Source: an optimization exercise on an open RTL-to-GDS flow (aim: small area, a short achievable clock period and few clock cycles). Production flows keep margins and buffers that such runs may drop.
RTL that was checked went through simulation tests only; none was proved equivalent to the original.
Only the layout flow was run in runs 1 to 4; the RTL was not checked for function there.
Power is estimated from default activity; no workload was simulated.

## constraint.sdc

```tcl
create_clock -name core_clock -period 5.0 [get_ports {clk}]
set_input_delay 1.0000 -clock core_clock [delete_from_list [all_inputs] [get_ports {clk}]]
set_output_delay 1.0000 -clock core_clock [all_outputs]
set_load 0.01 [all_outputs]
```

## config.mk

```make
export PLATFORM = sky130hd
export DESIGN_NAME = ram_stream_buffer
export DESIGN_NICKNAME = ram_stream_buffer
export VERILOG_FILES = /design/flow/design.v
export SDC_FILE = /design/flow/constraint.sdc
export NUM_CORES = 4
export LEC_CHECK = 0
export ABC_CLOCK_PERIOD_IN_PS = 2200
export CAP_MARGIN = 20
export CORE_MARGIN = 2
export CORE_UTILIZATION = 60
export SETUP_SLACK_MARGIN = 2.8
export SLEW_MARGIN = 20
```

## run.sh

```bash
#!/bin/bash
# synth_recipe.tcl (not shown) runs the flow's synth.tcl, then flattens the netlist and writes it again
# the make line also repeats each setting of config.mk as NAME=value (left out here)
make -C /OpenROAD-flow-scripts/flow DESIGN_CONFIG=/design/flow/config.mk WORK_HOME=/design/flow/orfs CLKGATE_MAP_FILE= SYNTH_SCRIPT=/design/flow/synth_recipe.tcl finish
```

## design.v

```verilog
module ram_stream_buffer #(
  parameter int DATA_WIDTH = 128,
  parameter int ADDR_WIDTH = 8,
  parameter int ENT_NUM    = 16,
  parameter int CNT_WIDTH  = 5,
  parameter int BYTE_W     = 4
) (
  input  logic                    clk,
  input  logic                    rst_n,
  input  logic                    ctrl_vld,
  output logic                    ctrl_rdy,
  input  logic [ADDR_WIDTH-1:0]   ctrl_start_addr,
  input  logic [CNT_WIDTH-1:0]    ctrl_ent_num,
  input  logic                    ctrl_dir,
  input  logic [BYTE_W-1:0]       ctrl_start_byte,
  input  logic [BYTE_W-1:0]       ctrl_end_byte,
  output logic                    ram_read_vld,
  output logic [ADDR_WIDTH-1:0]   ram_read_addr,
  input  logic                    ram_read_rdy,
  input  logic                    ram_rsp_vld,
  input  logic [DATA_WIDTH-1:0]   ram_rsp_data,
  output logic                    mxu_vld,
  output logic [DATA_WIDTH-1:0]   mxu_data,
  output logic [DATA_WIDTH/8-1:0] mxu_byte_en,
  output logic                    mxu_last,
  input  logic                    mxu_rdy,
  output logic                    busy,
  output logic                    done
);
  localparam int NBYTES = DATA_WIDTH / 8;
  localparam int ARR_N  = ENT_NUM - 1;      
  localparam int PW     = $clog2(ENT_NUM + 1);
  logic                  act_v;
  logic [ADDR_WIDTH-1:0] act_addr;      
  logic                  act_dir;
  logic [CNT_WIDTH-1:0]  act_rem;       
  logic                  act_last;      
  logic                  slot_v;
  logic [ADDR_WIDTH-1:0] slot_addr;
  logic                  slot_dir;
  logic [CNT_WIDTH-1:0]  slot_num;
  logic                  rvld_q;
  logic [PW-1:0]         pend_q;        
  logic [PW-1:0]         outst_q;       
  logic                  outst_nz_q;
  logic                  fv;
  logic [BYTE_W-1:0]     f_sb, f_eb;
  logic [CNT_WIDTH-1:0]  f_left;        
  logic                  f_first, f_last;
  logic [BYTE_W-1:0]     q_sb  [2];
  logic [BYTE_W-1:0]     q_eb  [2];
  logic [CNT_WIDTH-1:0]  q_nm1 [2];
  logic                  q_wp, q_rp;
  logic                  q_ge1, q_ge2;  
  logic [DATA_WIDTH-1:0] arr [ARR_N];
  logic [ARR_N-1:0]      wptr_q, rptr_q;   
  logic [PW-1:0]         acnt_q;           
  logic                  arr_ne_q;
  logic                  head_v;
  logic [DATA_WIDTH-1:0] head_data;
  logic [NBYTES-1:0]     head_be;
  logic                  head_last;
  logic                  zpend_q;       
  logic                  done_q;
  logic                  ctrl_rdy_q, busy_q;
  logic accept, acc_zero, acc_real;
  assign accept   = ctrl_vld & ctrl_rdy_q;
  assign acc_zero = accept & (ctrl_ent_num == '0);
  assign acc_real = accept & (ctrl_ent_num != '0);
  logic fire, act_fin, act_free, act_load_slot, act_load_ctrl, act_v_d, slot_v_d;
  logic [PW-1:0] pend_d, outst_d;
  logic pop, push, hload;
  assign fire          = rvld_q & ram_read_rdy;
  assign act_fin       = fire & act_last;
  assign act_free      = ~act_v | act_fin;
  assign act_load_slot = act_free & slot_v;
  assign act_load_ctrl = act_free & acc_real;
  assign act_v_d       = act_load_slot | act_load_ctrl | (act_v & ~act_fin);
  assign slot_v_d      = (slot_v | acc_real) & ~act_free;
  assign pop     = head_v & mxu_rdy;
  assign pend_d  = pend_q + PW'(fire) - PW'(pop);
  assign outst_d = outst_q + PW'(fire) - PW'(push);
  logic [PW-1:0] acnt_d;
  assign push   = ram_rsp_vld & outst_nz_q;
  assign hload  = arr_ne_q & (~head_v | mxu_rdy);
  assign acnt_d = acnt_q + PW'(push) - PW'(hload);
  logic fpop, f_free, f_from_q, f_from_ctrl, q_push, fv_d;
  assign fpop        = hload & f_last;
  assign f_free      = ~fv | fpop;
  assign f_from_q    = f_free & q_ge1;
  assign f_from_ctrl = f_free & ~q_ge1 & acc_real;
  assign q_push      = acc_real & ~f_from_ctrl;
  assign fv_d        = f_from_q | f_from_ctrl | (fv & ~fpop);
  logic q_ge1_d, q_ge2_d;
  assign q_ge1_d = q_ge2 | (q_ge1 & ~f_from_q) | q_push;
  assign q_ge2_d = (q_ge2 & ~f_from_q) | (q_ge1 & q_push & ~f_from_q);
  logic [NBYTES-1:0] f_be;
  for (genvar b = 0; b < NBYTES; b++) begin : g_be
    assign f_be[b] = (!f_first || (BYTE_W'(b) >= f_sb)) &&
                     (!f_last  || (BYTE_W'(b) <= f_eb));
  end
  logic [DATA_WIDTH-1:0] head_d;
  always_comb begin
    head_d = head_data & {DATA_WIDTH{~hload}};
    for (int i = 0; i < ARR_N; i++)
      head_d = head_d | (arr[i] & {DATA_WIDTH{hload & rptr_q[i]}});
  end
  logic idle, zdone, zpend_d, rdy_d;
  assign idle    = ~fv & ~head_v;
  assign zdone   = idle & (zpend_q | acc_zero);
  assign zpend_d = (zpend_q | acc_zero) & ~idle;
  assign rdy_d   = ~slot_v_d & ~q_ge2_d & ~zpend_d;
  assign ctrl_rdy      = ctrl_rdy_q;
  assign busy          = busy_q;
  assign ram_read_vld  = rvld_q;
  assign ram_read_addr = act_addr;
  assign mxu_vld       = head_v;
  assign mxu_data      = head_data;
  assign mxu_byte_en   = head_be;
  assign mxu_last      = head_last;
  assign done          = done_q;
  always_ff @(posedge clk or negedge rst_n) begin
    if (!rst_n) begin
      act_v      <= 1'b0;
      act_addr   <= '0;
      act_dir    <= 1'b0;
      act_rem    <= '0;
      act_last   <= 1'b0;
      slot_v     <= 1'b0;
      slot_addr  <= '0;
      slot_dir   <= 1'b0;
      slot_num   <= '0;
      rvld_q     <= 1'b0;
      pend_q     <= '0;
      outst_q    <= '0;
      outst_nz_q <= 1'b0;
      fv         <= 1'b0;
      f_sb       <= '0;
      f_eb       <= '0;
      f_left     <= '0;
      f_first    <= 1'b0;
      f_last     <= 1'b0;
      q_wp       <= 1'b0;
      q_rp       <= 1'b0;
      q_ge1      <= 1'b0;
      q_ge2      <= 1'b0;
      wptr_q     <= ARR_N'(1);
      rptr_q     <= ARR_N'(1);
      acnt_q     <= '0;
      arr_ne_q   <= 1'b0;
      head_v     <= 1'b0;
      head_be    <= '0;
      head_last  <= 1'b0;
      zpend_q    <= 1'b0;
      done_q     <= 1'b0;
      ctrl_rdy_q <= 1'b1;
      busy_q     <= 1'b0;
    end else begin
      if (act_load_slot) begin
        act_addr <= slot_addr;
        act_dir  <= slot_dir;
        act_rem  <= slot_num;
        act_last <= (slot_num == CNT_WIDTH'(1));
      end else if (act_load_ctrl) begin
        act_addr <= ctrl_start_addr;
        act_dir  <= ctrl_dir;
        act_rem  <= ctrl_ent_num;
        act_last <= (ctrl_ent_num == CNT_WIDTH'(1));
      end else if (fire) begin
        act_addr <= act_dir ? act_addr - ADDR_WIDTH'(1) : act_addr + ADDR_WIDTH'(1);
        act_rem  <= act_rem - CNT_WIDTH'(1);
        act_last <= (act_rem == CNT_WIDTH'(2));
      end
      act_v <= act_v_d;
      if (acc_real & ~act_free) begin
        slot_addr <= ctrl_start_addr;
        slot_dir  <= ctrl_dir;
        slot_num  <= ctrl_ent_num;
      end
      slot_v     <= slot_v_d;
      pend_q     <= pend_d;
      rvld_q     <= act_v_d & (pend_d != PW'(ENT_NUM));
      outst_q    <= outst_d;
      outst_nz_q <= (outst_d != '0);
      if (q_push)   q_wp <= ~q_wp;
      if (f_from_q) q_rp <= ~q_rp;
      q_ge1 <= q_ge1_d;
      q_ge2 <= q_ge2_d;
      fv    <= fv_d;
      if (f_from_q) begin
        f_sb    <= q_sb[q_rp];
        f_eb    <= q_eb[q_rp];
        f_left  <= q_nm1[q_rp];
        f_last  <= (q_nm1[q_rp] == '0);
        f_first <= 1'b1;
      end else if (f_from_ctrl) begin
        f_sb    <= ctrl_start_byte;
        f_eb    <= ctrl_end_byte;
        f_left  <= ctrl_ent_num - CNT_WIDTH'(1);
        f_last  <= (ctrl_ent_num == CNT_WIDTH'(1));
        f_first <= 1'b1;
      end else if (hload) begin
        f_left  <= f_left - CNT_WIDTH'(1);
        f_last  <= (f_left == CNT_WIDTH'(1));
        f_first <= 1'b0;
      end
      if (push)  wptr_q <= {wptr_q[ARR_N-2:0], wptr_q[ARR_N-1]};
      if (hload) rptr_q <= {rptr_q[ARR_N-2:0], rptr_q[ARR_N-1]};
      acnt_q   <= acnt_d;
      arr_ne_q <= (acnt_d != '0);
      head_v   <= hload | (head_v & ~mxu_rdy);
      if (hload) begin
        head_be   <= f_be;
        head_last <= f_last;
      end
      zpend_q    <= zpend_d;
      done_q     <= (pop & head_last) | zdone;
      ctrl_rdy_q <= rdy_d;
      busy_q     <= ~rdy_d;
    end
  end
  always_ff @(posedge clk) begin
    if (q_push) begin
      q_sb[q_wp]  <= ctrl_start_byte;
      q_eb[q_wp]  <= ctrl_end_byte;
      q_nm1[q_wp] <= ctrl_ent_num - CNT_WIDTH'(1);
    end
  end
  always_ff @(posedge clk) begin
    head_data <= head_d;
  end
  for (genvar i = 0; i < ARR_N; i++) begin : g_arr
    always_ff @(posedge clk) begin
      if (push & wptr_q[i]) arr[i] <= ram_rsp_data;
    end
  end
endmodule
```

==> results.toml, run 1 <==
[grt]
track_usage_pct = 37.6
grt-ovfl-total = 0
grt_pass1_wl_um = 355000
grt_pass1_vias = 46800
grt_max_degree = 76
antenna_found_initial = 31

[finish]
final_common_cell = "edfxtp_1"
nFillCells = 7254
drive_above_1_share_pct = 28.1
area_growth_pct = 26.7
mostFrequentLayoutCells = "edfxtp_1, a22oi_1, a22o_1"
nNetsFinal = 5200

[power_and_ir_drop]
p_switching_mw = 10.1
switching_share_pct = 24.3
vdd_drop_max_mv = 0.388
clkPwrFrac_pct = 37.3
p_total_mw = 41.7
power.density_nw_per_um2 = 419
intPower_mw = 31.6
seq_power_share_pct = 51.1
combPwrFrac_pct = 11.7
power_leakage_nw = 33.6

[route]
avgRoutedWirePerCell_um = 37.0
ant_nets = 0
drcViolationCount = 0
drtPass1Iterations = 9
drtIter0Drc = 7845
wirelength_um = 258000
avgViaCountPerCell = 7.08
vias = 49400

[clock_tree]
htreeDepth = 4
cts_tree = "built"
clkTransAtPathRegs_ns = 0.06
cts_max_path_buffers = 3
ctsHoldBuffers = 0
root_buffer = "clkbuf_16"
clk_latency_ns = 0.85
cts_sinks = 2195
cts_inserted_buffers = 212

[flow_run]
cap_violations = 0

[timing]
final.setup.tns_ns = 0
timing.slew.headroom_pct = 33.3
hold_viol = 0
fin_skew_ns = 0.0336
drv_slew = 0
tightest_slew_ns = 1.00
post-route-period-util_pct = 50.5
min_period_ns = 2.52
max_clock_freq_mhz = 396
rsz0062_at_grt = "true"
setup_violations = 0

[worst_setup_path]
path_max_fanout = 5
path_class = "reg -> reg"
end_kind = "flip-flop"
startpoint_type = "flip-flop"
crit_required_ns = 5.68
crit_arrival_ns = 3.21

[logic_synthesis]
ys_seq_area_share_pct = 81.5
synth_edf_count = 1946
ys.flop_type = "edfxtp_1"
ys_types = 81
async_reset_ff_share_pct = 5.51
synthesis.area_um2 = 78500
netlist.top_cell.by_area = "edfxtp_1"
syn_area_per_cell_um2 = 18.4
ys_ff_latch = 2195
syn-num-nets = 4450
synth_area_leaders = "edfxtp_1, dfrtp_1, dfxtp_1"
synth_warnings = 2
synthCells = 4263
synth.top_cell.area_share_pct = 74.4

[min_path]
hold_class = "in -> async"

[die]
rows = 132
start_util_pct = 60.6
pin_count = 314
die_x_um = 366
die_h_um = 366
core_um2 = 130000
dieArea_um2 = 134000

[status]
outcome = "finished clean"

[place]
dp_hpwl_um = 108000
gp_congestion = 0.813
portBuffers = 313
## final timing paths
kind,endpoint,slack [ns],cells past startpoint,start
setup / recovery,head_data[38],2.48,14,head_v
hold / removal,act_addr[1],0.32,1,rst_n
setup reg to reg,head_data[38],2.48,14,head_v
hold reg to reg,head_be[3],0.46,2,head_be[3]
max in group asynchronous,act_addr[0],3.87,2,rst_n
min in group core_clock,head_be[3],0.46,2,head_be[3]
## kinds of logic (layout without fill, tap and decap cells)
logic type	count (synthesis)	count (layout)	synth area share, %
multiplexers	31	31	0.417
AO/OA/AOI/OAI	1209	1209	12.4
XOR/XNOR	25	25	0.279
buffers and inverters	317	1202	1.70
other	0	24	0
adder cells (fa/ha/maj)	31	31	0.532
flip-flops	2195	2195	81.5
AND/OR/NAND/NOR	455	509	3.15
## cell type report
class                   count  area [µm²]  share of cell area, %
inverters                  41         189                  0.190
multi-input cells        1805       16000                   16.1
flip-flops and latches   2195       64400                   64.7
diodes                     24        60.1                 0.0604
repair buffers            758        9900                   9.95
clock buffers             305        5970                   6.00
well taps                1742        2180                   2.19
clock inverters            98         778                  0.782
## stage by stage
| stage | hold WS (ns) | utilization (%) | setup WS (ns) | area [µm²] | std cells |
|---|---|---|---|---|---|
| final | 0.321 | 76.7 | 2.48 | 99500 | 6968 |
| after CTS | 0.309 | 75.2 | 2.43 | 97500 | 6846 |
| after detailed placement | 0.456 | 66.1 | 1.15 | 85600 | 6148 |
| after global placement | 0.450 | 66.1 | 1.20 | 85600 | 6148 |
| after floorplan | 0.441 | - | 1.69 | 80600 | 4263 |
| after global routing | 0.374 | 76.7 | 2.46 | 99500 | 6955 |
## synthesized netlist by cell type, types with 8 or more instances
| master | instances |
|---|---|
| a22o_1 | 269 |
| a21o_1 | 41 |
| o21ai_0 | 109 |
| mux2i_1 | 17 |
| a2111oi_0 | 40 |
| ha_1 | 27 |
| nand2b_1 | 11 |
| and3_1 | 31 |
| a31oi_1 | 12 |
| edfxtp_1 | 1946 |
| and4_1 | 9 |
| inv_1 | 40 |
| nor2b_1 | 13 |
| o31ai_1 | 9 |
| nand2_1 | 106 |
| xor2_1 | 9 |
| nor2_1 | 71 |
| dfxtp_1 | 128 |
| clkbuf_1 | 164 |
| mux2_2 | 8 |
| nor3_1 | 8 |
| a211oi_1 | 11 |
| a21oi_1 | 33 |
| buf_2 | 64 |
| nand4_1 | 158 |
| a211o_1 | 10 |
| a221oi_1 | 182 |
| a22oi_1 | 319 |
| dfrtp_1 | 118 |
| buf_1 | 38 |
| a222oi_1 | 129 |
| nand3_1 | 8 |
| xnor2_1 | 16 |
## power by group through the flow
stage               registers [mW]  logic [mW]  clock network, mW
detailed placement            21.6        3.92                  0
global route                  21.4        5.24               16.4
floorplan                     21.4        2.44                  0
CTS                           21.3        4.57               15.6
global placement              21.6        3.82                  0
finish                        21.3        4.86               15.5
## routing by layer
layer / global-route usage, % / share of wire [%] / up-vias
li1: - / - / 19700
met1: 52.1 / 36 / 25200
met2: 57.8 / 46 / 3708
met3: 9.37 / 13 / 697
met4: 15.6 / 4.7 / 24
met5: 0 / 0.061 / -
## repair_timing
action	in CTS	in global routing
gates cloned	102	17
gates resized for setup	1201	153
setup endpoints to repair	1599	823
pin swaps	112	135
buffers inserted	193	81
## flip-flops by register name, summed over array words and instances (netlist names), 8 cells and up
name       count
q_nm1         10
head_be       16
act_addr       8
q_sb           8
arr         1920
rptr_q        15
wptr_q        15
head_data    128
q_eb           8
slot_addr      8
## critical path, stage by stage (launching register included)
cell	delay (ns)
dfrtp_2	0.38
buf_8	0.11
buf_6	0.09
buf_6	0.09
buf_12	0.11
buf_6	0.09
buf_6	0.09
nand2b_4	0.10
buf_12	0.15
and3_4	0.22
buf_12	0.17
buf_16	0.14
a22o_1	0.18
a221oi_2	0.25
nand4_1	0.16
==> run 2, diff against run 1 <==
--- a/design.v
+++ b/design.v
@@ -82,2 +82,20 @@
   assign outst_d = outst_q + PW'(fire) - PW'(push);
+  logic pend_ok_d, outst_nz_d, arr_ne_d;
+  always_comb begin
+    case ({fire, pop})
+      2'b10:   pend_ok_d = (pend_q != PW'(ENT_NUM - 1));
+      2'b01:   pend_ok_d = 1'b1;
+      default: pend_ok_d = (pend_q != PW'(ENT_NUM));
+    endcase
+    case ({fire, push})
+      2'b10:   outst_nz_d = 1'b1;
+      2'b01:   outst_nz_d = (outst_q != PW'(1));
+      default: outst_nz_d = outst_nz_q;
+    endcase
+    case ({push, hload})
+      2'b10:   arr_ne_d = 1'b1;
+      2'b01:   arr_ne_d = (acnt_q != PW'(1));
+      default: arr_ne_d = arr_ne_q;
+    endcase
+  end
   logic [PW-1:0] acnt_d;
@@ -181,5 +199,5 @@
       pend_q     <= pend_d;
-      rvld_q     <= act_v_d & (pend_d != PW'(ENT_NUM));
+      rvld_q     <= act_v_d & pend_ok_d;
       outst_q    <= outst_d;
-      outst_nz_q <= (outst_d != '0);
+      outst_nz_q <= outst_nz_d;
       if (q_push)   q_wp <= ~q_wp;
@@ -209,3 +227,3 @@
       acnt_q   <= acnt_d;
-      arr_ne_q <= (acnt_d != '0);
+      arr_ne_q <= arr_ne_d;
       head_v   <= hload | (head_v & ~mxu_rdy);
--- a/config.mk
+++ b/config.mk
@@ -11,2 +11,4 @@
 export CORE_UTILIZATION = 60
+export CTS_CLUSTER_DIAMETER = 80
+export CTS_CLUSTER_SIZE = 30
 export SETUP_SLACK_MARGIN = 2.8
==> run 2 against run 1 <==
Flip-flop and latch count unchanged. Cell area is 5.6% lower. Register-to-register slack better by 0.16 ns. Fmax rose by 3.9%. Clock skew up 0.0032 ns. Count of clock-buffer cells in the layout is 170 lower. Synthesized cell count is 2.4% higher. Largest cell class unchanged. Highest routed layer unchanged.
==> results.toml, run 2 <==
[logic_synthesis]
syn-num-nets = 4558
synth.top_cell.area_share_pct = 74.0
synth_edf_count = 1946
synthesis.area_um2 = 78900
netlist.top_cell.by_area = "edfxtp_1"
syn_area_per_cell_um2 = 18.1
async_reset_ff_share_pct = 5.51
synthCells = 4365
synth_warnings = 2
ys_types = 76
ys.flop_type = "edfxtp_1"
ys_seq_area_share_pct = 81.1
ys_ff_latch = 2195
synthTopCellsByCount = "edfxtp_1, a22oi_1, nand2_1, a222oi_1, a22o_1"
yosysMostFrequentCell = "edfxtp_1"
synth_area_leaders = "edfxtp_1, dfrtp_1, a22oi_1"

[worst_setup_path]
crit_arrival_ns = 1.43
crit_required_ns = 4.00
r2r_cells = 10
crit_chain = "buf_6"
end_kind = "output port"
path_max_fanout = 3
crit_family = "flip-flops"
r2r_setup_slack_ns = 2.64
slowest_delay_ns = 0.58
critPathBufInv = 1
worstReg2RegStart = "head_v"
worstReg2RegEnd = "head_data[121]"
path_class = "reg -> out"
cpMaxStageDelayCell = "dfstp_2"
startpoint_type = "flip-flop"
crit_start = "ctrl_rdy_q"

[finish]
final_common_cell = "edfxtp_1"
mostFrequentLayoutCells = "edfxtp_1, a22oi_1, nand2_1"
nFillCells = 8068
nNetsFinal = 5113
drive_above_1_share_pct = 22.8
instances_no_fill = 6779
multiInputGateArea_um2 = 15500
seq_area_um2 = 64400
top_register = "arr"
area_growth_pct = 19.0
largest_register_ffs = 1920
largestRegisters = "arr (1920), head_data (128), head_be (16)"

[route]
vias = 47600
drtIter0Drc = 7027
drtPass1Iterations = 8
wirelength_um = 251000
avgRoutedWirePerCell_um = 37.0
drcViolationCount = 0
avgViaCountPerCell = 7.02
ant_nets = 0

[clock_tree]
cts_max_path_buffers = 3
cts_tree = "built"
htreeDepth = 3
root_buffer = "clkbuf_16"
clk_latency_ns = 0.77
cts_inserted_buffers = 93
clkTransAtPathRegs_ns = 0.11
cts_sinks = 2195
ctsHoldBuffers = 0

[timing]
final.setup.tns_ns = 0
tightest_slew_ns = 0.984
drv_slew = 0
fin_skew_ns = 0.0368
timing.slew.headroom_pct = 34.4
min_period_ns = 2.43
hold_viol = 0
max_clock_freq_mhz = 412
setup_violations = 0
rsz0062_at_grt = "true"
post-route-period-util_pct = 48.6

[place]
dp_hpwl_um = 110000
portBuffers = 313
gp_congestion = 0.794
placed_cells = 6274

[power_and_ir_drop]
power_leakage_nw = 30.9
vdd_drop_max_mv = 0.288
power.density_nw_per_um2 = 362

[flow_run]
cap_violations = 0

[die]
rows = 133
start_util_pct = 60.3
die_h_um = 367
core_um2 = 131000
pin_count = 314
die_x_um = 367
dieArea_um2 = 134000

[status]
outcome = "finished clean"

[grt]
track_usage_pct = 34.4
grt_pass1_wl_um = 327000
grt-ovfl-total = 0
grt_max_degree = 87
antenna_found_initial = 33
grt_pass1_vias = 44300

[min_path]
hold_class = "in -> async"
==> run 2: changes by cell type in the layout (fill, tap and decap cells not counted), moves of 35 or more <==
cell	delta
nand2_1	+115
buf_16	-39
and4_1	+50
nand3b_1	+36
a22oi_1	+38
nand4_1	-80
buf_6	-35
clkbuf_16	-101
a222oi_1	+70
a22o_1	-82
clkinv_2	-46
a221oi_2	-70
==> run 2: worst max path at each step <==
stage,slack [ns],to,depth (start not counted)
after floorplan,2.18,acnt_q[4],15
after global placement,1.20,f_left[4],6
after detailed placement,1.16,f_left[4],6
after CTS,2.53,ctrl_rdy,1
after global routing,2.54,ctrl_rdy,1
final,2.57,ctrl_rdy,1
==> run 2: power breakdown <==
group | leakage, nW | internal, mW | switching [mW]
Combinational | 9.39 | 1.54 | 1.79
Sequential | 20.0 | 20.4 | 0.527
Clock | 1.47 | 3.93 | 5.79
Total | 30.9 | 25.9 | 8.11
==> run 2: repair_timing <==
action | in CTS | in global routing
setup endpoints to repair | 2343 | 316
endpoints found under the hold margin | 0 | 0
gates cloned | 34 | 53
pin swaps | 23 | 110
resized for setup | 1056 | 186
buffers inserted | 113 | 106
==> run 2: kinds of logic after synthesis <==
group | after synthesis | synth area share [%]
AND/OR/NAND/NOR | 616 | 4.12
AO/OA/AOI/OAI | 1138 | 11.6
XOR/XNOR | 27 | 0.300
flip-flops | 2195 | 81.1
buffers and inverters | 317 | 1.78
adder cells (fa/ha/maj) | 37 | 0.624
multiplexers | 35 | 0.468
==> run 2: per-layer routing <==
metal	vias to the layer above	GRT usage (%)	part of all wire, %
met5	-	0	0.069
met4	26	11.2	3.7
met2	3154	54.0	47
met3	441	7.52	13
li1	19300	-	-
met1	24700	48.5	37
==> run 2: per-stage QoR <==
stage          hold slack (ns)  power (mW)  utilization, %  area [µm²]  setup WS, ns
2_1_floorplan            0.428        23.0               -       80700          2.18
3_3_place_gp             0.432        24.2            65.4       85700          1.20
3_5_place_dp             0.437        24.3            65.4       85700          1.16
4_1_cts                  0.364        33.8            69.5       91000          2.53
5_1_grt                  0.414        34.9            71.7       93900          2.54
6_report                 0.355        34.0            71.7       94000          2.57
==> run 2: area by class of cell <==
type                    instances  area share [%]
multi-input cells            1880            16.5
repair buffers                703            9.07
clock buffers                 135            2.71
repair inverters                2          0.0186
flip-flops and latches       2195            68.5
well taps                    1755            2.34
inverters                      45           0.233
diodes                         26          0.0692
clock inverters                38           0.565
==> run 3, diff against run 2 <==
--- a/design.v
+++ b/design.v
@@ -56,4 +56,4 @@
   logic [ARR_N-1:0]      wptr_q, rptr_q;   
-  logic [PW-1:0]         acnt_q;           
-  logic                  arr_ne_q;
+  logic                  arr_ne_q;         
+  logic                  arr_one;          
   logic                  head_v;
@@ -80,4 +80,15 @@
   assign pop     = head_v & mxu_rdy;
-  assign pend_d  = pend_q + PW'(fire) - PW'(pop);
-  assign outst_d = outst_q + PW'(fire) - PW'(push);
+  always_comb begin
+    case ({fire, pop})
+      2'b10:   pend_d = pend_q + PW'(1);
+      2'b01:   pend_d = pend_q - PW'(1);
+      default: pend_d = pend_q;
+    endcase
+    case ({fire, push})
+      2'b10:   outst_d = outst_q + PW'(1);
+      2'b01:   outst_d = outst_q - PW'(1);
+      default: outst_d = outst_q;
+    endcase
+  end
+  assign arr_one = |(wptr_q & {rptr_q[ARR_N-2:0], rptr_q[ARR_N-1]});
   logic pend_ok_d, outst_nz_d, arr_ne_d;
@@ -96,3 +107,3 @@
       2'b10:   arr_ne_d = 1'b1;
-      2'b01:   arr_ne_d = (acnt_q != PW'(1));
+      2'b01:   arr_ne_d = ~arr_one;
       default: arr_ne_d = arr_ne_q;
@@ -100,6 +111,4 @@
   end
-  logic [PW-1:0] acnt_d;
   assign push   = ram_rsp_vld & outst_nz_q;
   assign hload  = arr_ne_q & (~head_v | mxu_rdy);
-  assign acnt_d = acnt_q + PW'(push) - PW'(hload);
   logic fpop, f_free, f_from_q, f_from_ctrl, q_push, fv_d;
@@ -119,7 +128,7 @@
   end
-  logic [DATA_WIDTH-1:0] head_d;
+  logic [DATA_WIDTH-1:0] arr_rd;
   always_comb begin
-    head_d = head_data & {DATA_WIDTH{~hload}};
+    arr_rd = '0;
     for (int i = 0; i < ARR_N; i++)
-      head_d = head_d | (arr[i] & {DATA_WIDTH{hload & rptr_q[i]}});
+      arr_rd = arr_rd | (arr[i] & {DATA_WIDTH{rptr_q[i]}});
   end
@@ -166,3 +175,2 @@
       rptr_q     <= ARR_N'(1);
-      acnt_q     <= '0;
       arr_ne_q   <= 1'b0;
@@ -226,3 +234,2 @@
       if (hload) rptr_q <= {rptr_q[ARR_N-2:0], rptr_q[ARR_N-1]};
-      acnt_q   <= acnt_d;
       arr_ne_q <= arr_ne_d;
@@ -247,3 +254,3 @@
   always_ff @(posedge clk) begin
-    head_data <= head_d;
+    if (hload) head_data <= arr_rd;
   end
--- a/config.mk
+++ b/config.mk
@@ -7,3 +7,3 @@
 export LEC_CHECK = 0
-export ABC_CLOCK_PERIOD_IN_PS = 2200
+export ABC_CLOCK_PERIOD_IN_PS = 2400
 export CAP_MARGIN = 20
@@ -11,5 +11,5 @@
 export CORE_UTILIZATION = 60
-export CTS_CLUSTER_DIAMETER = 80
-export CTS_CLUSTER_SIZE = 30
-export SETUP_SLACK_MARGIN = 2.8
+export CTS_CLUSTER_DIAMETER = 60
+export CTS_CLUSTER_SIZE = 25
+export SETUP_SLACK_MARGIN = 2.6
 export SLEW_MARGIN = 20
==> run 3 against run 2 <==
Sequential power is essentially flat. Hold slack lost 0.080 ns. Core utilization shrank 2.8 points. Combinational power shrank 27%. Flip-flop and latch count shrank 5. Via count shrank 7.6%. Register-to-register slack lost 0.05 ns. Synthesized area shrank 0.66%. Non-clock buffer count shrank 237.
==> results.toml, run 3 <==
[status]
outcome = "finished clean"

[worst_setup_path]
crit_chain = "buf_2"
r2r_cells = 4
crit_cells = 1
worstReg2RegEnd = "head_data[0]"
crit_required_ns = 4.00
crit_start = "head_data[99]"
slowest_delay_ns = 0.50
startpoint_type = "flip-flop"
cpMaxStageDelayCell = "edfxtp_1"
crit_family = "flip-flops"
endpoint = "mxu_data[99]"
path_class = "reg -> out"
worstReg2RegStart = "rptr_q[4]"
r2r_setup_slack_ns = 2.59
crit_arrival_ns = 1.49
path_max_fanout = 1
critPathBufInv = 1
end_kind = "output port"

[logic_synthesis]
synth_warnings = 2
synthTopCellsByCount = "edfxtp_1, a22oi_1, clkbuf_1, and3_1, a22o_1"
synth_edf_count = 2074
synth.top_cell.area_share_pct = 79.4
netlist.top_cell.by_area = "edfxtp_1"
syn-num-nets = 4249
synthCells = 4068
synth_area_leaders = "edfxtp_1, a22oi_1, dfrtp_1"
ys_types = 65
yosysMostFrequentCell = "edfxtp_1"
async_reset_ff_share_pct = 5.30
ys_seq_area_share_pct = 83.1
synthesis.area_um2 = 78400
ys.flop_type = "edfxtp_1"
ys_ff_latch = 2190
syn_area_per_cell_um2 = 19.3

[route]
wl_met2_um = 105000
top_layer = "met5"
ant_nets = 0
avgRoutedWirePerCell_um = 35.0
drtIter0Drc = 6558
vias = 44000
drcViolationCount = 0
drtPass1Iterations = 9
avgViaCountPerCell = 6.97
wirelength_um = 221000
wl_met3_um = 23000
wl_met1_um = 85600

[power_and_ir_drop]
switching_share_pct = 22.4
vdd_drop_max_mv = 0.332
power_leakage_nw = 28.4
p_switching_mw = 8.09
intPower_mw = 28.0
combPwrFrac_pct = 6.8
clkPwrFrac_pct = 35.4
power.density_nw_per_um2 = 404
seq_power_share_pct = 57.8
p_total_mw = 36.1

[clock_tree]
htreeDepth = 4
ctsHoldBuffers = 0
clkTransAtPathRegs_ns = 0.08
cts_sinks = 2190
cts_max_path_buffers = 3
cts_inserted_buffers = 143
cts_tree = "built"
clk_latency_ns = 0.80
root_buffer = "clkbuf_16"

[place]
portBuffers = 313
gp_congestion = 0.802
dp_hpwl_um = 106000

[timing]
min_period_ns = 2.49
hold_slack_ns = 0.275
fin_skew_ns = 0.0435
tightest_slew_ns = 0.936
setup_violations = 0
hold_viol = 0
max_clock_freq_mhz = 402
timing.slew.headroom_pct = 37.6
final.setup.tns_ns = 0
post-route-period-util_pct = 49.8
rsz0062_at_grt = "true"
drv_slew = 0

[grt]
grt-ovfl-total = 0
grt_pass1_wl_um = 310000
track_usage_pct = 32.8
grt_pass1_vias = 42400
antenna_found_initial = 25
grt_max_degree = 117

[finish]
largestRegisters = "arr (1920), head_data (128), head_be (16)"
final_common_cell = "edfxtp_1"
largest_register_ffs = 1920
mostFrequentLayoutCells = "edfxtp_1, a22oi_1, clkbuf_16, buf_2, clkdlybuf4s50_1"
area_growth_pct = 14.0
nNetsFinal = 4616
drive_above_1_share_pct = 14.7
top_register = "arr"

[die]
die_h_um = 366
dieArea_um2 = 134000
die_x_um = 366
core_um2 = 130000
start_util_pct = 60.5
pin_count = 314
rows = 132

[min_path]
hold_class = "in -> async"

[flow_run]
cap_violations = 0
==> run 3: cell count changes in the layout (fill, tap and decap cells not counted), moves of 60 or more <==
cell / previous run / this run
a222oi_1: 199 / 129
and3_1: 3 / 133
buf_2: 28 / 154
o21ai_0: 98 / 32
buf_6: 172 / 8
dfxtp_2: 75 / 0
a22oi_1: 312 / 523
a221oi_1: 21 / 131
edfxtp_1: 1946 / 2074
nand2_1: 218 / 37
nor2_1: 100 / 27
buf_4: 193 / 81
a22oi_2: 60 / 0
==> run 3: cell families (layout without fill, tap and decap cells) <==
| kind of cell | count (synthesis) | count (layout) | share of synthesized area (%) |
|---|---|---|---|
| other cells | 0 | 11 | 0 |
| xor+xnor | 25 | 25 | 0.279 |
| simple gates | 414 | 425 | 3.12 |
| flops | 2190 | 2190 | 83.1 |
| buf+inv | 285 | 757 | 1.42 |
| mux | 50 | 50 | 0.691 |
| compound gates | 1079 | 1079 | 10.9 |
| fa+ha+maj | 25 | 25 | 0.418 |
==> run 3: repair_timing <==
item / in CTS / in global routing
pin swaps: 18 / 6
setup buffers: 44 / 21
setup endpoints to repair: 1568 / 323
resized for setup: 650 / 22
endpoints found under the hold margin: 0 / 0
cloned: 10 / 2
==> run 3: through the flow <==
| step | cells | cell area [µm²] | util [%] | setup slack, ns |
|---|---|---|---|---|
| floorplan | 4068 | 78600 | - | 2.45 |
| global placement | 5955 | 84100 | 64.9 | 1.30 |
| detailed placement | 5955 | 84100 | 64.9 | 1.25 |
| CTS | 6270 | 89000 | 68.6 | 2.46 |
| global route | 6299 | 89400 | 68.9 | 2.49 |
| finish | 6304 | 89400 | 68.9 | 2.51 |
==> run 3: per-layer routing <==
metal | GRT usage (%) | vias to the layer above
met5 | 0 | -
met4 | 9.62 | 22
li1 | - | 18000
met3 | 5.08 | 371
met1 | 47.9 | 22800
met2 | 52.1 | 2728
==> run 3: power by group through the flow <==
stage	sequential (mW)	combinational (mW)	clock (mW)
floorplan	21.1	1.44	0
global route	20.9	2.69	13.5
finish	20.9	2.44	12.8
global placement	21.3	2.32	0
detailed placement	21.3	2.35	0
CTS	20.8	2.39	12.9
==> run 3: area by class of cell <==
| type | count | area, µm² |
|---|---|---|
| antenna | 11 | 27.5 |
| clock buffer | 161 | 3880 |
| clock inverter | 100 | 1080 |
| fill | 8336 | 40300 |
| inverter | 29 | 143 |
| multi-input combinational | 1604 | 12400 |
| sequential | 2190 | 65200 |
| tap | 1742 | 2180 |
| timing repair buffer | 466 | 4380 |
| timing repair inverter | 1 | 16.3 |
==> run 3: worst min path at each step <==
stage / startpoint / end / slack [ns] / cells past startpoint
2_1_floorplan: outst_q[4] / outst_q[4] / 0.44 / 1
3_3_place_gp: q_ge2 / q_ge1 / 0.46 / 1
3_5_place_dp: outst_q[4] / outst_q[4] / 0.46 / 1
4_1_cts: rst_n / head_be[9] / 0.33 / 2
5_1_grt: rst_n / act_rem[4] / 0.32 / 2
6_report: rst_n / act_rem[3] / 0.27 / 2
==> run 4, diff against run 3 <==
--- a/config.mk
+++ b/config.mk
@@ -13,3 +13,3 @@
 export CTS_CLUSTER_SIZE = 25
-export SETUP_SLACK_MARGIN = 2.6
+export SETUP_SLACK_MARGIN = 2.5
 export SLEW_MARGIN = 20
==> run 4 against run 3 <==
Register-to-register slack worse by 0.05 ns. Worst setup slack worse by 0.050 ns. Fmax down 2.0%. Combinational power down 2%. Non-clock buffer count down 14. Synthesized area unchanged. Clock power down 4%. Flip-flop and latch count unchanged. Still clean on timing, DRC and antenna.
==> results.toml, run 4 <==
[status]
outcome = "finished clean"

[min_path]
hold_class = "in -> async"

[clock_tree]
cts_max_path_buffers = 3
cts_tree = "built"
clk_latency_ns = 0.80
clkTransAtPathRegs_ns = 0.08
cts_inserted_buffers = 140
htreeDepth = 4
cts_sinks = 2190
root_buffer = "clkbuf_16"

[die]
die_h_um = 366
die_x_um = 366
dieArea_um2 = 134000
rows = 132
core_um2 = 130000
pin_count = 314
start_util_pct = 60.5

[finish]
largest_register_ffs = 1920
top_register = "arr"
multiInputGateArea_um2 = 12300
largestRegisters = "arr (1920), head_data (128), head_be (16)"
post-route-util_pct = 68.8
area_growth_pct = 13.8
mostFrequentLayoutCells = "edfxtp_1, a22oi_1, clkdlybuf4s50_1"
nNetsFinal = 4593
seq_area_um2 = 65200
instances_no_fill = 6264
drive_above_1_share_pct = 11.2
final_common_cell = "edfxtp_1"
nFillCells = 8429
stdcell_area_um2 = 89200

[worst_setup_path]
r2r_cells = 4
crit_required_ns = 5.44
path_class = "in -> reg"
slowest_delay_ns = 0.83
crit_family = "buffers and inverters"
crit_cells = 3
end_kind = "flip-flop"
crit_arrival_ns = 2.98
path_max_fanout = 48
r2r_setup_slack_ns = 2.54
crit_chain = "clkdlybuf4s15_2 > and3_4 > buf_12"
critPathBufInv = 2
cpMaxStageDelayCell = "and3_4"
startpoint_type = "primary input"

[timing]
min_period_ns = 2.54
hold_slack_ns = 0.234
hold_viol = 0
setup_violations = 0
max_clock_freq_mhz = 394
tightest_slew_ns = 0.892
post-route-period-util_pct = 50.8
timing.slew.headroom_pct = 40.3
rsz0062_at_grt = "true"
drv_slew = 0
fin_skew_ns = 0.0396
fin_ws_ns = 2.46
final.setup.tns_ns = 0

[logic_synthesis]
synthCells = 4068
async_reset_ff_share_pct = 5.30
syn_area_per_cell_um2 = 19.3
synth_edf_count = 2074
netlist.top_cell.by_area = "edfxtp_1"
synth_fa_ha_area_share_pct = 0.418
yosysMostFrequentCell = "edfxtp_1"
ys_types = 65
synth.top_cell.area_share_pct = 79.4
synthesis.area_um2 = 78400
syn-num-nets = 4249
ys_ff_latch = 2190
synthSimpleGateAreaFrac_pct = 3.12
ys.flop_type = "edfxtp_1"
synth_top_family_by_area = "compound AO/OA/AOI/OAI gates"
ys_seq_area_share_pct = 83.1
synth_warnings = 2
synth-compound-area-share_pct = 10.9
synth_mux_area_share_pct = 0.691
synth-xor-area-share_pct = 0.279
synth_area_leaders = "edfxtp_1, a22oi_1, dfrtp_1"
synthTopCellsByCount = "edfxtp_1, a22oi_1, clkbuf_1, and3_1, a22o_1"

[route]
avgViaCountPerCell = 6.95
wirelength_um = 215000
ant_nets = 0
avgRoutedWirePerCell_um = 34.3
vias = 43600
drtPass1Iterations = 8
drtIter0Drc = 6451
drcViolationCount = 0

[flow_run]
cap_violations = 0

[power_and_ir_drop]
power_leakage_nw = 28.2
power.density_nw_per_um2 = 398
p_total_mw = 35.5
vdd_drop_max_mv = 0.313

[place]
post-place-ws_ns = 1.33
dp_hpwl_um = 112000
portBuffers = 313
placed_cells = 5981
gp_congestion = 0.812
placed_area_um2 = 84300

[grt]
antenna_found_initial = 16
grt-ovfl-total = 0
track_usage_pct = 32.1
grt_max_degree = 69
grt_pass1_wl_um = 304000
grt_pass1_vias = 42000
[run 4: cell counts after synthesis]
No cell type changed its count.
[run 4: what timing repair did]
item | CTS | global route
hold buffers | 0 | 0
setup endpoints to repair | 1361 | 91
pin swaps | 9 | 3
cloned | 5 | 1
resized for setup | 288 | 38
buffers inserted | 20 | 5
[run 4: final timing paths]
kind	startpoint	end
max	ram_rsp_vld	arr[4][41]
min	rst_n	slot_addr[7]
max reg2reg	rptr_q[3]	head_data[66]
min reg2reg	head_be[13]	head_be[13]
max in group asynchronous	rst_n	ctrl_rdy_q
min in group core_clock	head_be[13]	head_be[13]
[run 4: cell type report]
class                      instances  area share (%)
sequential                      2190            73.1
multi-input combinational       1599            13.8
timing repair buffer             452            5.25
clock buffer                     156            4.07
tap                             1742            2.44
clock inverter                    92            1.17
inverter                          29           0.136
antenna                            4          0.0112
[run 4: routing by layer]
metal	track usage, %	share of wire (%)	vias to the layer above
met1	47.9	40	22800
li1	-	-	17900
met3	4.71	10	290
met2	51.4	48	2487
met5	0	0.068	-
met4	6.50	2.0	22
[run 4: logic make-up (layout without fill, tap and decap cells)]
family          after synthesis  count (layout)
xor+xnor                     25              25
flops                      2190            2190
compound gates             1079            1079
mux                          50              50
buf+inv                     285             729
fa+ha+maj                    25              25
other cells                   0               4
simple gates                414             420
[run 4: where the power goes]
part	switching [mW]	leakage [nW]	total, mW	internal (mW)
clock network	6.22	2.28	12.3	6.07
registers	0.433	20.2	20.9	20.4
logic	1.32	5.75	2.39	1.08
total	7.97	28.2	35.5	27.6
==> run 5, diff against run 4 <==
--- a/design.v
+++ b/design.v
@@ -254,3 +254,3 @@
   always_ff @(posedge clk) begin
-    if (hload) head_data <= arr_rd;
+    head_data <= (arr_rd & {DATA_WIDTH{hload}}) | (head_data & {DATA_WIDTH{~hload}});
   end
--- a/config.mk
+++ b/config.mk
@@ -13,3 +13,3 @@
 export CTS_CLUSTER_SIZE = 25
-export SETUP_SLACK_MARGIN = 2.5
+export SETUP_SLACK_MARGIN = 2.6
 export SLEW_MARGIN = 20
==> run 5 against run 4 <==
Combinational power is 14% lower. Synthesized area is 0.10% higher. Global-route usage is 0.10 points higher. Largest cell class unchanged. Critical path type is now reg -> out. Register-to-register slack better by 0.08 ns. Routed wire length is 2.4% higher. Flip-flop and latch count stayed put. First-iteration DRC count is 0.34% lower. Clock power hardly changed. Worst setup slack worse by 0.021 ns.
==> results.toml, run 5 <==
[logic_synthesis]
syn-num-nets = 4294
ys_seq_area_share_pct = 83.0
ys.flop_type = "edfxtp_1"
ys_types = 73
yosysMostFrequentCell = "edfxtp_1"
syn_area_per_cell_um2 = 19.1
netlist.top_cell.by_area = "edfxtp_1"
synthCells = 4114
synthTopCellsByCount = "edfxtp_1, a22oi_1, clkbuf_1, and3_1, a22o_1"
async_reset_ff_share_pct = 5.30
synth_warnings = 2
synthesis.area_um2 = 78500
synth_edf_count = 2074
ys_ff_latch = 2190
synth_area_leaders = "edfxtp_1, a22oi_1, dfrtp_1"
synth.top_cell.area_share_pct = 79.3

[power_and_ir_drop]
p_total_mw = 35.2
power_leakage_nw = 28.8
vdd_drop_max_mv = 0.390
power.density_nw_per_um2 = 394

[worst_setup_path]
crit_family = "flip-flops"
cpMaxStageDelayCell = "edfxtp_1"
slowest_delay_ns = 0.55
path_max_fanout = 1
startpoint_type = "flip-flop"
crit_arrival_ns = 1.56
crit_chain = "buf_2"
end_kind = "output port"
crit_required_ns = 4.00
critPathBufInv = 1
path_class = "reg -> out"

[clock_tree]
cts_inserted_buffers = 143
clk_latency_ns = 0.79
root_buffer = "clkbuf_16"
htreeDepth = 4
cts_max_path_buffers = 3
clkTransAtPathRegs_ns = 0.09
cts_sinks = 2190
ctsHoldBuffers = 0
cts_tree = "built"

[timing]
max_clock_freq_mhz = 391
hold_viol = 0
timing.slew.headroom_pct = 37.2
fin_skew_ns = 0.0342
fin_ws_ns = 2.44
setup_violations = 0
min_period_ns = 2.56
drv_slew = 0
rsz0062_at_grt = "true"
final.setup.tns_ns = 0
post-route-period-util_pct = 51.2
tightest_slew_ns = 0.942

[place]
portBuffers = 313
gp_congestion = 0.843
dp_hpwl_um = 110000
post-place-ws_ns = 1.30

[grt]
antenna_found_initial = 21
grt_pass1_vias = 42700
grt_pass1_wl_um = 309000
grt_max_degree = 91
track_usage_pct = 32.2
grt-ovfl-total = 0

[finish]
nNetsFinal = 4675
final_common_cell = "edfxtp_1"
largestRegisters = "arr (1920), head_be (16)"
top_register = "arr"
area_growth_pct = 13.8
mostFrequentLayoutCells = "edfxtp_1, a22oi_1, buf_2"
largest_register_ffs = 1920
drive_above_1_share_pct = 14.8
post-route-util_pct = 68.9

[die]
die_x_um = 366
core_um2 = 130000
pin_count = 314
start_util_pct = 60.5
rows = 132
die_h_um = 366
dieArea_um2 = 134000

[route]
wirelength_um = 220000
avgViaCountPerCell = 6.96
vias = 44200
drtIter0Drc = 6429
avgRoutedWirePerCell_um = 34.6
ant_nets = 0
drcViolationCount = 0
drtPass1Iterations = 9

[min_path]
hold_class = "in -> async"

[status]
outcome = "finished clean"

[flow_run]
cap_violations = 0
[run 5: cell count changes after synthesis, sizes merged, moves of 4 or more]
cell	delta
a211oi	-4
a22oi	-5
a31oi	+6
buf	-12
clkbuf	+12
mux2i	-12
nand2	+30
nor2	+15
o31ai	+4
[run 5: metrics by stage]
stage | area, µm² | hold WS (ns) | std cells
floorplan | 78700 | 0.429 | 4114
global placement | 84400 | 0.443 | 6020
detailed placement | 84400 | 0.449 | 6020
CTS | 88900 | 0.0234 | 6318
global route | 89300 | 0.0499 | 6348
finish | 89300 | 0.0687 | 6354
[run 5: cells by family (layout without fill, tap and decap cells)]
logic type / after synthesis / after routing / share of synthesized area, %
other: 0 / 11 / 0
XOR/XNOR: 20 / 20 / 0.223
multiplexers: 35 / 35 / 0.494
AND/OR/NAND/NOR: 469 / 479 / 3.40
buffers and inverters: 287 / 764 / 1.40
AO/OA/AOI/OAI: 1089 / 1089 / 11.0
flip-flops: 2190 / 2190 / 83.0
adder cells (fa/ha/maj): 24 / 24 / 0.402
[run 5: what timing repair did]
| item | 4_1_cts | 5_1_grt |
|---|---|---|
| pin swaps | 13 | 5 |
| gates resized for setup | 651 | 20 |
| gates cloned | 9 | 2 |
| endpoints found under the setup margin | 1720 | 208 |
| setup buffers | 38 | 23 |
[run 5: cell type report]
cell class                      count  area, µm²
Tap cell                         1742       2180
Clock inverter                     99       1120
Fill cell                        8314      40300
Sequential cell                  2190      65200
Timing Repair inverter              1       11.3
Clock buffer                      152       3650
Multi-Input combinational cell   1647      12500
Antenna cell                       11       27.5
Timing Repair Buffer              481       4420
Inverter                           31        146
[run 5: path summary, 6_finish.rpt]
check / startpoint / endpoint / slack, ns / cells past startpoint
worst max register to register: rptr_q[14] / flip-flop / 2.62 / 4
min in group core_clock: q_ge2 / q_ge1 / 0.45 / 1
worst min register to register: q_ge2 / q_ge1 / 0.45 / 1
max in group asynchronous: rst_n / slot_v / 3.76 / 2
worst min-delay path: rst_n / head_be[11] / 0.07 / 1
worst max-delay path: flip-flop / mxu_data[24] / 2.44 / 1
[run 5: power breakdown]
group	leakage, nW	switching (mW)	internal, mW	total, mW
sequential	20.4	0.359	20.3	20.7
combinational	6.10	1.17	0.892	2.06
clock	2.33	6.43	6.05	12.5
[run 5: per-layer routing]
layer | vias up | wire, µm | GRT usage [%]
li1 | 18200 | - | -
met1 | 23000 | 86000 | 46.8
met2 | 2686 | 103000 | 49.5
met3 | 368 | 24800 | 7.53
met4 | 18 | 6010 | 9.29
met5 | - | 122 | 0
Testbench counts of run 5, summed over its fixed seeds: cycles 6,083.
==> run 6, diff against run 5 <==
--- a/config.mk
+++ b/config.mk
@@ -10,6 +10,6 @@
 export CORE_MARGIN = 2
-export CORE_UTILIZATION = 60
+export CORE_UTILIZATION = 70
 export CTS_CLUSTER_DIAMETER = 60
 export CTS_CLUSTER_SIZE = 25
-export SETUP_SLACK_MARGIN = 2.6
+export SETUP_SLACK_MARGIN = 2.65
 export SLEW_MARGIN = 20
==> run 6 against run 5 <==
Flip-flop and latch count is the same. Cell area shrank 0.56%. Routed wire length shrank 3.6%. Global-route usage grew 4.6 points. Final cell count shrank 4.5%. Synthesized cell count is the same. Die area shrank 14%. Combinational power grew 2%. Largest cell class unchanged.
==> results.toml, run 6 <==
[power_and_ir_drop]
power_leakage_nw = 28.6
combPwrFrac_pct = 6.0
power.density_nw_per_um2 = 396
switching_share_pct = 22.0
clkPwrFrac_pct = 35.0
vdd_drop_max_mv = 0.473
p_switching_mw = 7.74
intPower_mw = 27.4
seq_power_share_pct = 59.0

[route]
vias = 44900
drtPass1Iterations = 7
ant_nets = 0
drcViolationCount = 0
drtIter0Drc = 7441
avgViaCountPerCell = 7.40
wirelength_um = 212000
avgRoutedWirePerCell_um = 34.9

[worst_setup_path]
crit_family = "flip-flops"
critPathBufInv = 1
worstReg2RegStart = "rptr_q[0]"
r2r_setup_slack_ns = 2.61
path_max_fanout = 3
crit_chain = "buf_6"
crit_cells = 1
crit_arrival_ns = 1.45
crit_required_ns = 4.00
r2r_cells = 4
slowest_delay_ns = 0.57
path_class = "reg -> out"
end_kind = "output port"
startpoint_type = "flip-flop"
cpMaxStageDelayCell = "dfstp_2"
crit_start = "ctrl_rdy_q"
endpoint = "ctrl_rdy"

[clock_tree]
ctsHoldBuffers = 0
cts_max_path_buffers = 3
clk_latency_ns = 0.79
root_buffer = "clkbuf_16"
htreeDepth = 4
cts_tree = "built"
cts_inserted_buffers = 137
cts_sinks = 2190
clkTransAtPathRegs_ns = 0.08

[logic_synthesis]
synth_mux_area_share_pct = 0.494
synthSimpleGateAreaFrac_pct = 3.40
ys.flop_type = "edfxtp_1"
syn-num-nets = 4294
synth-xor-area-share_pct = 0.223
ys_seq_area_share_pct = 83.0
ys_types = 73
synthTopCellsByCount = "edfxtp_1, a22oi_1, clkbuf_1, and3_1, a22o_1"
synth_fa_ha_area_share_pct = 0.402
syn_area_per_cell_um2 = 19.1
synthesis.area_um2 = 78500
yosysMostFrequentCell = "edfxtp_1"
synth_edf_count = 2074
synth-compound-area-share_pct = 11.0
ys_ff_latch = 2190
synthCells = 4114
synth_warnings = 2
netlist.top_cell.by_area = "edfxtp_1"
synth_area_leaders = "edfxtp_1, a22oi_1, dfrtp_1"
synth_top_family_by_area = "compound AO/OA/AOI/OAI gates"
async_reset_ff_share_pct = 5.30
synth.top_cell.area_share_pct = 79.3

[grt]
track_usage_pct = 36.8
grt-ovfl-total = 0
antenna_found_initial = 19
grt_pass1_wl_um = 303000
grt_max_degree = 85
grt_pass1_vias = 43700

[finish]
multiInputGateArea_um2 = 12600
area_growth_pct = 13.2
top_register = "arr"
largestRegisters = "arr (1920), head_be (16)"
nNetsFinal = 4642
post-route-util_pct = 80.0
largest_register_ffs = 1920
drive_above_1_share_pct = 14.1
seq_area_um2 = 65300
final_common_cell = "edfxtp_1"
mostFrequentLayoutCells = "edfxtp_1, a22oi_1, clkdlybuf4s50_1"
nFillCells = 5676

[timing]
max_clock_freq_mhz = 408
fin_skew_ns = 0.0232
hold_slack_ns = 0.303
drv_slew = 0
rsz0062_at_grt = "true"
final.setup.tns_ns = 0
hold_viol = 0
min_period_ns = 2.45
setup_violations = 0
post-route-period-util_pct = 49.0
tightest_slew_ns = 0.883
timing.slew.headroom_pct = 41.2
fin_ws_ns = 2.55

[place]
post-place-ws_ns = 1.35
dp_hpwl_um = 105000
portBuffers = 313
gp_congestion = 0.871

[die]
die_x_um = 339
core_um2 = 111000
start_util_pct = 70.7
die_h_um = 339
pin_count = 314
dieArea_um2 = 115000
rows = 122

[flow_run]
cap_violations = 0

[status]
outcome = "finished clean"

[min_path]
hold_class = "in -> async"
==> run 6: metal layers <==
metal / up-vias / track usage (%) / wire [µm]
met5: - / 0 / 143
met4: 22 / 13.8 / 8280
met3: 485 / 7.42 / 28600
met2: 3515 / 57.5 / 101000
met1: 22700 / 52.6 / 74300
li1: 18100 / - / -
==> run 6: area by class of cell <==
| class | instances | share of cell area [%] |
|---|---|---|
| diodes | 12 | 0.0338 |
| clock buffers | 155 | 4.09 |
| clock inverters | 89 | 1.21 |
| inverters | 31 | 0.187 |
| multi-input cells | 1649 | 14.1 |
| flip-flops and latches | 2190 | 73.5 |
| well taps | 1488 | 2.10 |
| repair buffers | 452 | 4.76 |
| repair inverters | 1 | 0.0183 |
==> run 6: worst min-delay path by stage <==
| stage | start | to | slack, ns | cells after the start |
|---|---|---|---|---|
| after floorplan | q_ge2 | q_ge1 | 0.43 | 1 |
| after CTS | rst_n | head_be[8] | 0.31 | 1 |
| after global routing | rst_n | head_be[2] | 0.36 | 1 |
| final | rst_n | head_be[14] | 0.30 | 1 |
| after detailed placement | q_ge2 | q_ge1 | 0.44 | 1 |
| after global placement | q_ge2 | q_ge1 | 0.44 | 1 |
==> run 6: repair_timing <==
item | 4_1_cts | 5_1_grt
buffers inserted | 39 | 18
setup endpoints to repair | 1679 | 171
pin swaps | 15 | 8
gates resized for setup | 685 | 24
cloned | 10 | 3
==> run 6: cell families (layout without fill, tap and decap cells) <==
logic type / Yosys count / count (layout)
compound gates: 1089 / 1090
xor+xnor: 20 / 20
fa+ha+maj: 24 / 24
buf+inv: 287 / 728
flops: 2190 / 2190
mux: 35 / 35
other cells: 0 / 12
simple gates: 469 / 480
==> run 6: worst register-to-register path, stage by stage, from the launching register on <==
cell	delay (ns)
dfstp_4	1.05
buf_6	0.52
a22oi_1	0.18
and3_1	0.22
nand4_1	0.22
==> run 6: power groups by stage <==
stage / combinational, mW / sequential [mW] / clock, mW
3_5_place_dp: 1.93 / 21.1 / 0
6_report: 2.11 / 20.7 / 12.3
2_1_floorplan: 1.25 / 20.9 / 0
5_1_grt: 2.30 / 20.8 / 12.9
4_1_cts: 2.03 / 20.7 / 12.3
3_3_place_gp: 1.90 / 21.2 / 0
==> run 6: through the flow <==
stage / instance area (µm²) / total power, mW / instances
3_3_place_gp: 83900 / 23.0 / 5741
4_1_cts: 88500 / 35.1 / 6034
2_1_floorplan: 78700 / 22.2 / 4114
5_1_grt: 88800 / 36.0 / 6060
6_report: 88800 / 35.1 / 6067
3_5_place_dp: 83900 / 23.1 / 5741
==> run 7, diff against run 6 <==
--- a/design.v
+++ b/design.v
@@ -56,2 +56,3 @@
   logic [ARR_N-1:0]      wptr_q, rptr_q;   
+  logic [ARR_N-1:0]      wsel_q;           
   logic                  arr_ne_q;         
@@ -151,10 +152,3 @@
       act_v      <= 1'b0;
-      act_addr   <= '0;
-      act_dir    <= 1'b0;
-      act_rem    <= '0;
-      act_last   <= 1'b0;
       slot_v     <= 1'b0;
-      slot_addr  <= '0;
-      slot_dir   <= 1'b0;
-      slot_num   <= '0;
       rvld_q     <= 1'b0;
@@ -164,7 +158,2 @@
       fv         <= 1'b0;
-      f_sb       <= '0;
-      f_eb       <= '0;
-      f_left     <= '0;
-      f_first    <= 1'b0;
-      f_last     <= 1'b0;
       q_wp       <= 1'b0;
@@ -174,2 +163,3 @@
       wptr_q     <= ARR_N'(1);
+      wsel_q     <= '0;
       rptr_q     <= ARR_N'(1);
@@ -177,4 +167,2 @@
       head_v     <= 1'b0;
-      head_be    <= '0;
-      head_last  <= 1'b0;
       zpend_q    <= 1'b0;
@@ -184,23 +172,3 @@
     end else begin
-      if (act_load_slot) begin
-        act_addr <= slot_addr;
-        act_dir  <= slot_dir;
-        act_rem  <= slot_num;
-        act_last <= (slot_num == CNT_WIDTH'(1));
-      end else if (act_load_ctrl) begin
-        act_addr <= ctrl_start_addr;
-        act_dir  <= ctrl_dir;
-        act_rem  <= ctrl_ent_num;
-        act_last <= (ctrl_ent_num == CNT_WIDTH'(1));
-      end else if (fire) begin
-        act_addr <= act_dir ? act_addr - ADDR_WIDTH'(1) : act_addr + ADDR_WIDTH'(1);
-        act_rem  <= act_rem - CNT_WIDTH'(1);
-        act_last <= (act_rem == CNT_WIDTH'(2));
-      end
-      act_v <= act_v_d;
-      if (acc_real & ~act_free) begin
-        slot_addr <= ctrl_start_addr;
-        slot_dir  <= ctrl_dir;
-        slot_num  <= ctrl_ent_num;
-      end
+      act_v      <= act_v_d;
       slot_v     <= slot_v_d;
@@ -215,20 +183,4 @@
       fv    <= fv_d;
-      if (f_from_q) begin
-        f_sb    <= q_sb[q_rp];
-        f_eb    <= q_eb[q_rp];
-        f_left  <= q_nm1[q_rp];
-        f_last  <= (q_nm1[q_rp] == '0);
-        f_first <= 1'b1;
-      end else if (f_from_ctrl) begin
-        f_sb    <= ctrl_start_byte;
-        f_eb    <= ctrl_end_byte;
-        f_left  <= ctrl_ent_num - CNT_WIDTH'(1);
-        f_last  <= (ctrl_ent_num == CNT_WIDTH'(1));
-        f_first <= 1'b1;
-      end else if (hload) begin
-        f_left  <= f_left - CNT_WIDTH'(1);
-        f_last  <= (f_left == CNT_WIDTH'(1));
-        f_first <= 1'b0;
-      end
       if (push)  wptr_q <= {wptr_q[ARR_N-2:0], wptr_q[ARR_N-1]};
+      wsel_q <= (push ? {wptr_q[ARR_N-2:0], wptr_q[ARR_N-1]} : wptr_q) & {ARR_N{outst_nz_d}};
       if (hload) rptr_q <= {rptr_q[ARR_N-2:0], rptr_q[ARR_N-1]};
@@ -236,6 +188,2 @@
       head_v   <= hload | (head_v & ~mxu_rdy);
-      if (hload) begin
-        head_be   <= f_be;
-        head_last <= f_last;
-      end
       zpend_q    <= zpend_d;
@@ -244,2 +192,45 @@
       busy_q     <= ~rdy_d;
+    end
+  end
+  always_ff @(posedge clk) begin
+    if (act_load_slot) begin
+      act_addr <= slot_addr;
+      act_dir  <= slot_dir;
+      act_rem  <= slot_num;
+      act_last <= (slot_num == CNT_WIDTH'(1));
+    end else if (act_load_ctrl) begin
+      act_addr <= ctrl_start_addr;
+      act_dir  <= ctrl_dir;
+      act_rem  <= ctrl_ent_num;
+      act_last <= (ctrl_ent_num == CNT_WIDTH'(1));
+    end else if (fire) begin
+      act_addr <= act_dir ? act_addr - ADDR_WIDTH'(1) : act_addr + ADDR_WIDTH'(1);
+      act_rem  <= act_rem - CNT_WIDTH'(1);
+      act_last <= (act_rem == CNT_WIDTH'(2));
+    end
+    if (acc_real & ~act_free) begin
+      slot_addr <= ctrl_start_addr;
+      slot_dir  <= ctrl_dir;
+      slot_num  <= ctrl_ent_num;
+    end
+    if (f_from_q) begin
+      f_sb    <= q_sb[q_rp];
+      f_eb    <= q_eb[q_rp];
+      f_left  <= q_nm1[q_rp];
+      f_last  <= (q_nm1[q_rp] == '0);
+      f_first <= 1'b1;
+    end else if (f_from_ctrl) begin
+      f_sb    <= ctrl_start_byte;
+      f_eb    <= ctrl_end_byte;
+      f_left  <= ctrl_ent_num - CNT_WIDTH'(1);
+      f_last  <= (ctrl_ent_num == CNT_WIDTH'(1));
+      f_first <= 1'b1;
+    end else if (hload) begin
+      f_left  <= f_left - CNT_WIDTH'(1);
+      f_last  <= (f_left == CNT_WIDTH'(1));
+      f_first <= 1'b0;
+    end
+    if (hload) begin
+      head_be   <= f_be;
+      head_last <= f_last;
     end
@@ -258,3 +249,3 @@
     always_ff @(posedge clk) begin
-      if (push & wptr_q[i]) arr[i] <= ram_rsp_data;
+      if (ram_rsp_vld & wsel_q[i]) arr[i] <= ram_rsp_data;
     end
==> flow/run.sh (new file) <==
#!/bin/bash
# Layout flow: the standard ORFS flow (standard.sh, standard synthesis
# unchanged), with two resizer settings changed:
#   MATCH_CELL_FOOTPRINT=0  lets repair swap a cell for any equivalent cell,
#                           not only one of the same footprint;
#   BUFFER_PORTS_ARGS       makes the port buffers plain buffers (which the
#                           resizer can then size) instead of delay cells.
# The make output goes to flow_make.log in the folder the flow runs in; ORFS
# keeps each step's own log under orfs/logs/.
set -euo pipefail
cd "$(dirname "$0")/.."
bash standard.sh MATCH_CELL_FOOTPRINT=0 \
  "BUFFER_PORTS_ARGS=-buffer_cell sky130_fd_sc_hd__buf_2" \
  finish > flow_make.log 2>&1
==> standard.sh (new file) <==
#!/bin/bash
# synth_recipe.tcl (not shown) runs the flow's synth.tcl, then flattens the netlist and writes it again
# the make line also repeats each setting of config.mk as NAME=value (left out here)
make -C /OpenROAD-flow-scripts/flow DESIGN_CONFIG=/design/flow/config.mk WORK_HOME=/design/flow/orfs CLKGATE_MAP_FILE= SYNTH_SCRIPT=/design/flow/synth_recipe.tcl "${@:-finish}"
removed: run.sh
==> run 7 against run 6 <==
Still clean on timing, DRC and antenna. First-iteration DRC count decreased by 8.1%. Flip-flop and latch count increased by 15. Worst setup slack got worse by 0.14 ns. Fmax decreased by 5.2%. Critical path depth increased by 2. Clock skew decreased by 0.0027 ns. Count of clock-buffer cells in the layout decreased by 1. Cell area decreased by 1.2%. Clock power about the same. Register-to-register slack improved by 0.03 ns. Non-clock buffer count decreased by 16. Core utilization decreased by 0.98 points. Critical path type is now in -> reg. Largest cell class unchanged. Highest routed layer unchanged.
==> results.toml, run 7 <==
[route]
vias = 43300
top_layer = "met5"
ant_nets = 0
drtIter0Drc = 6841
wl_met1_um = 73900
wl_met3_um = 25600
wl_met2_um = 98300
avgViaCountPerCell = 7.26
avgRoutedWirePerCell_um = 34.5
drcViolationCount = 0
drtPass1Iterations = 7
wirelength_um = 206000

[finish]
post-route-util_pct = 79.1
final_common_cell = "edfxtp_1"
seq_area_um2 = 65900
nFillCells = 5821
multiInputGateArea_um2 = 11900
drive_above_1_share_pct = 17.0
top_register = "arr"
largest_register_ffs = 1920
largestRegisters = "arr (1920), head_be (16)"
area_growth_pct = 11.7
nNetsFinal = 4535
mostFrequentLayoutCells = "edfxtp_1, a22oi_1, buf_2"

[timing]
max_clock_freq_mhz = 387
fin_skew_ns = 0.0205
rsz0062_at_grt = "true"
post-route-period-util_pct = 51.7
min_period_ns = 2.59
timing.slew.headroom_pct = 31.5
final.setup.tns_ns = 0
hold_viol = 0
setup_violations = 0
tightest_slew_ns = 1.03
drv_slew = 0
fin_ws_ns = 2.41

[flow_run]
cap_violations = 0

[logic_synthesis]
ys_seq_area_share_pct = 83.8
synthTopCellsByCount = "edfxtp_1, a22oi_1, clkbuf_1, and3_1"
synth_edf_count = 2134
syn_area_per_cell_um2 = 19.6
synth.top_cell.area_share_pct = 81.5
ys.flop_type = "edfxtp_1"
syn-num-nets = 4197
synth_area_leaders = "edfxtp_1, a22oi_1, dfrtp_1"
async_reset_ff_share_pct = 3.17
synthCells = 4016
ys_ff_latch = 2205
ys_types = 62
netlist.top_cell.by_area = "edfxtp_1"
yosysMostFrequentCell = "edfxtp_1"
synth_warnings = 2
synthesis.area_um2 = 78600

[die]
dieArea_um2 = 115000
die_h_um = 339
rows = 122
die_x_um = 339
core_um2 = 111000
start_util_pct = 70.8
pin_count = 314

[power_and_ir_drop]
power.density_nw_per_um2 = 374
combPwrFrac_pct = 0.9
power_leakage_nw = 28.2
seq_power_share_pct = 61.5
p_switching_mw = 6.40
clkPwrFrac_pct = 37.6
intPower_mw = 26.4
switching_share_pct = 19.5
vdd_drop_max_mv = 0.369

[grt]
grt-ovfl-total = 0
grt_pass1_vias = 42300
grt_pass1_wl_um = 291000
track_usage_pct = 35.4
grt_max_degree = 97
antenna_found_initial = 39

[clock_tree]
clkTransAtPathRegs_ns = 0.08
cts_inserted_buffers = 140
cts_tree = "built"
root_buffer = "clkbuf_16"
htreeDepth = 4
cts_sinks = 2205
cts_max_path_buffers = 3
clk_latency_ns = 0.77

[worst_setup_path]
endpoint = "arr[9][61]"
path_class = "in -> reg"
crit_required_ns = 5.44
r2r_setup_slack_ns = 2.64
path_max_fanout = 46
startpoint_type = "primary input"
worstReg2RegStart = "rptr_q[5]"
r2r_cells = 4
crit_start = "ram_rsp_vld"
crit_arrival_ns = 3.02
end_kind = "flip-flop"

[place]
post-place-ws_ns = 1.57
dp_hpwl_um = 101000
portBuffers = 313
gp_congestion = 0.798

[min_path]
hold_class = "in -> async"

[status]
outcome = "finished clean"
-- run 7: power groups by stage --
stage                     Combinational, mW  Sequential [mW]  Clock [mW]
final                                 0.299             20.2        12.3
after detailed placement              0.291             20.6           0
after CTS                             0.290             20.2        12.4
after floorplan                      0.0122             20.6           0
after global placement                0.279             20.6           0
after global routing                  0.328             20.2        13.0
-- run 7: cell families (layout without fill, tap and decap cells) --
| family | count (synthesis) | after routing | synth area share, % |
|---|---|---|---|
| fa+ha+maj | 25 | 25 | 0.417 |
| compound gates | 1007 | 1007 | 10.2 |
| buf+inv | 276 | 709 | 1.35 |
| simple gates | 425 | 432 | 3.16 |
| mux | 57 | 57 | 0.788 |
| xor+xnor | 21 | 21 | 0.234 |
| other cells | 0 | 25 | 0 |
| flops | 2205 | 2205 | 83.8 |
-- run 7: area by class of cell --
| cell class | count | share of cell area, % |
|---|---|---|
| diodes | 25 | 0.0713 |
| clock buffers | 154 | 4.17 |
| clock inverters | 90 | 1.21 |
| inverters | 29 | 0.128 |
| multi-input cells | 1542 | 13.5 |
| flip-flops and latches | 2205 | 75.1 |
| well taps | 1488 | 2.12 |
| repair buffers | 436 | 3.64 |
-- run 7: worst min-delay path by stage --
stage	start	endpoint	slack [ns]
finish	rst_n	outst_q[4]	0.30
global route	rst_n	wsel_q[6]	0.34
CTS	rst_n	wsel_q[6]	0.29
detailed placement	q_ge2	q_ge1	0.46
global placement	q_ge2	q_ge1	0.44
floorplan	f_last	head_last	0.42
-- run 7: worst max-delay path, cell delays in order --
cell,delay [ns]
buf_2,0.57
and2_4,0.92
buf_4,0.41
-- run 7: through the flow --
stage	cell area [µm²]	instances	hold slack [ns]	total power [mW]
after floorplan	78600	4016	0.421	20.6
after global placement	82400	5668	0.444	20.9
after detailed placement	82400	5668	0.455	20.9
after CTS	87400	5933	0.290	32.8
after global routing	87700	5958	0.337	33.5
final	87700	5969	0.303	32.8
-- run 7: what timing repair did --
item,4_1_cts,5_1_grt
hold buffers,0,0
setup buffers,20,5
resized for setup,12,28
endpoints found under the hold margin,0,0
cloned,1,6
setup endpoints to repair,141,321
pin swaps,1,8
-- run 7: layer usage --
metal	up-vias	GRT usage, %
li1	17700	-
met1	22000	50.1
met2	3154	55.3
met3	429	7.59
met4	34	13.7
met5	-	0
Testbench counts of run 7, summed over its fixed seeds: cycles 6,083.

Check on run 7: ideal ports give 2.413 ns setup slack; a clkbuf_16 on the clock port and buf_2 on the inputs give 2.418 ns; moving port delays by the midpoint clock arrival (0.829 ns) as well gives 1.617 ns.
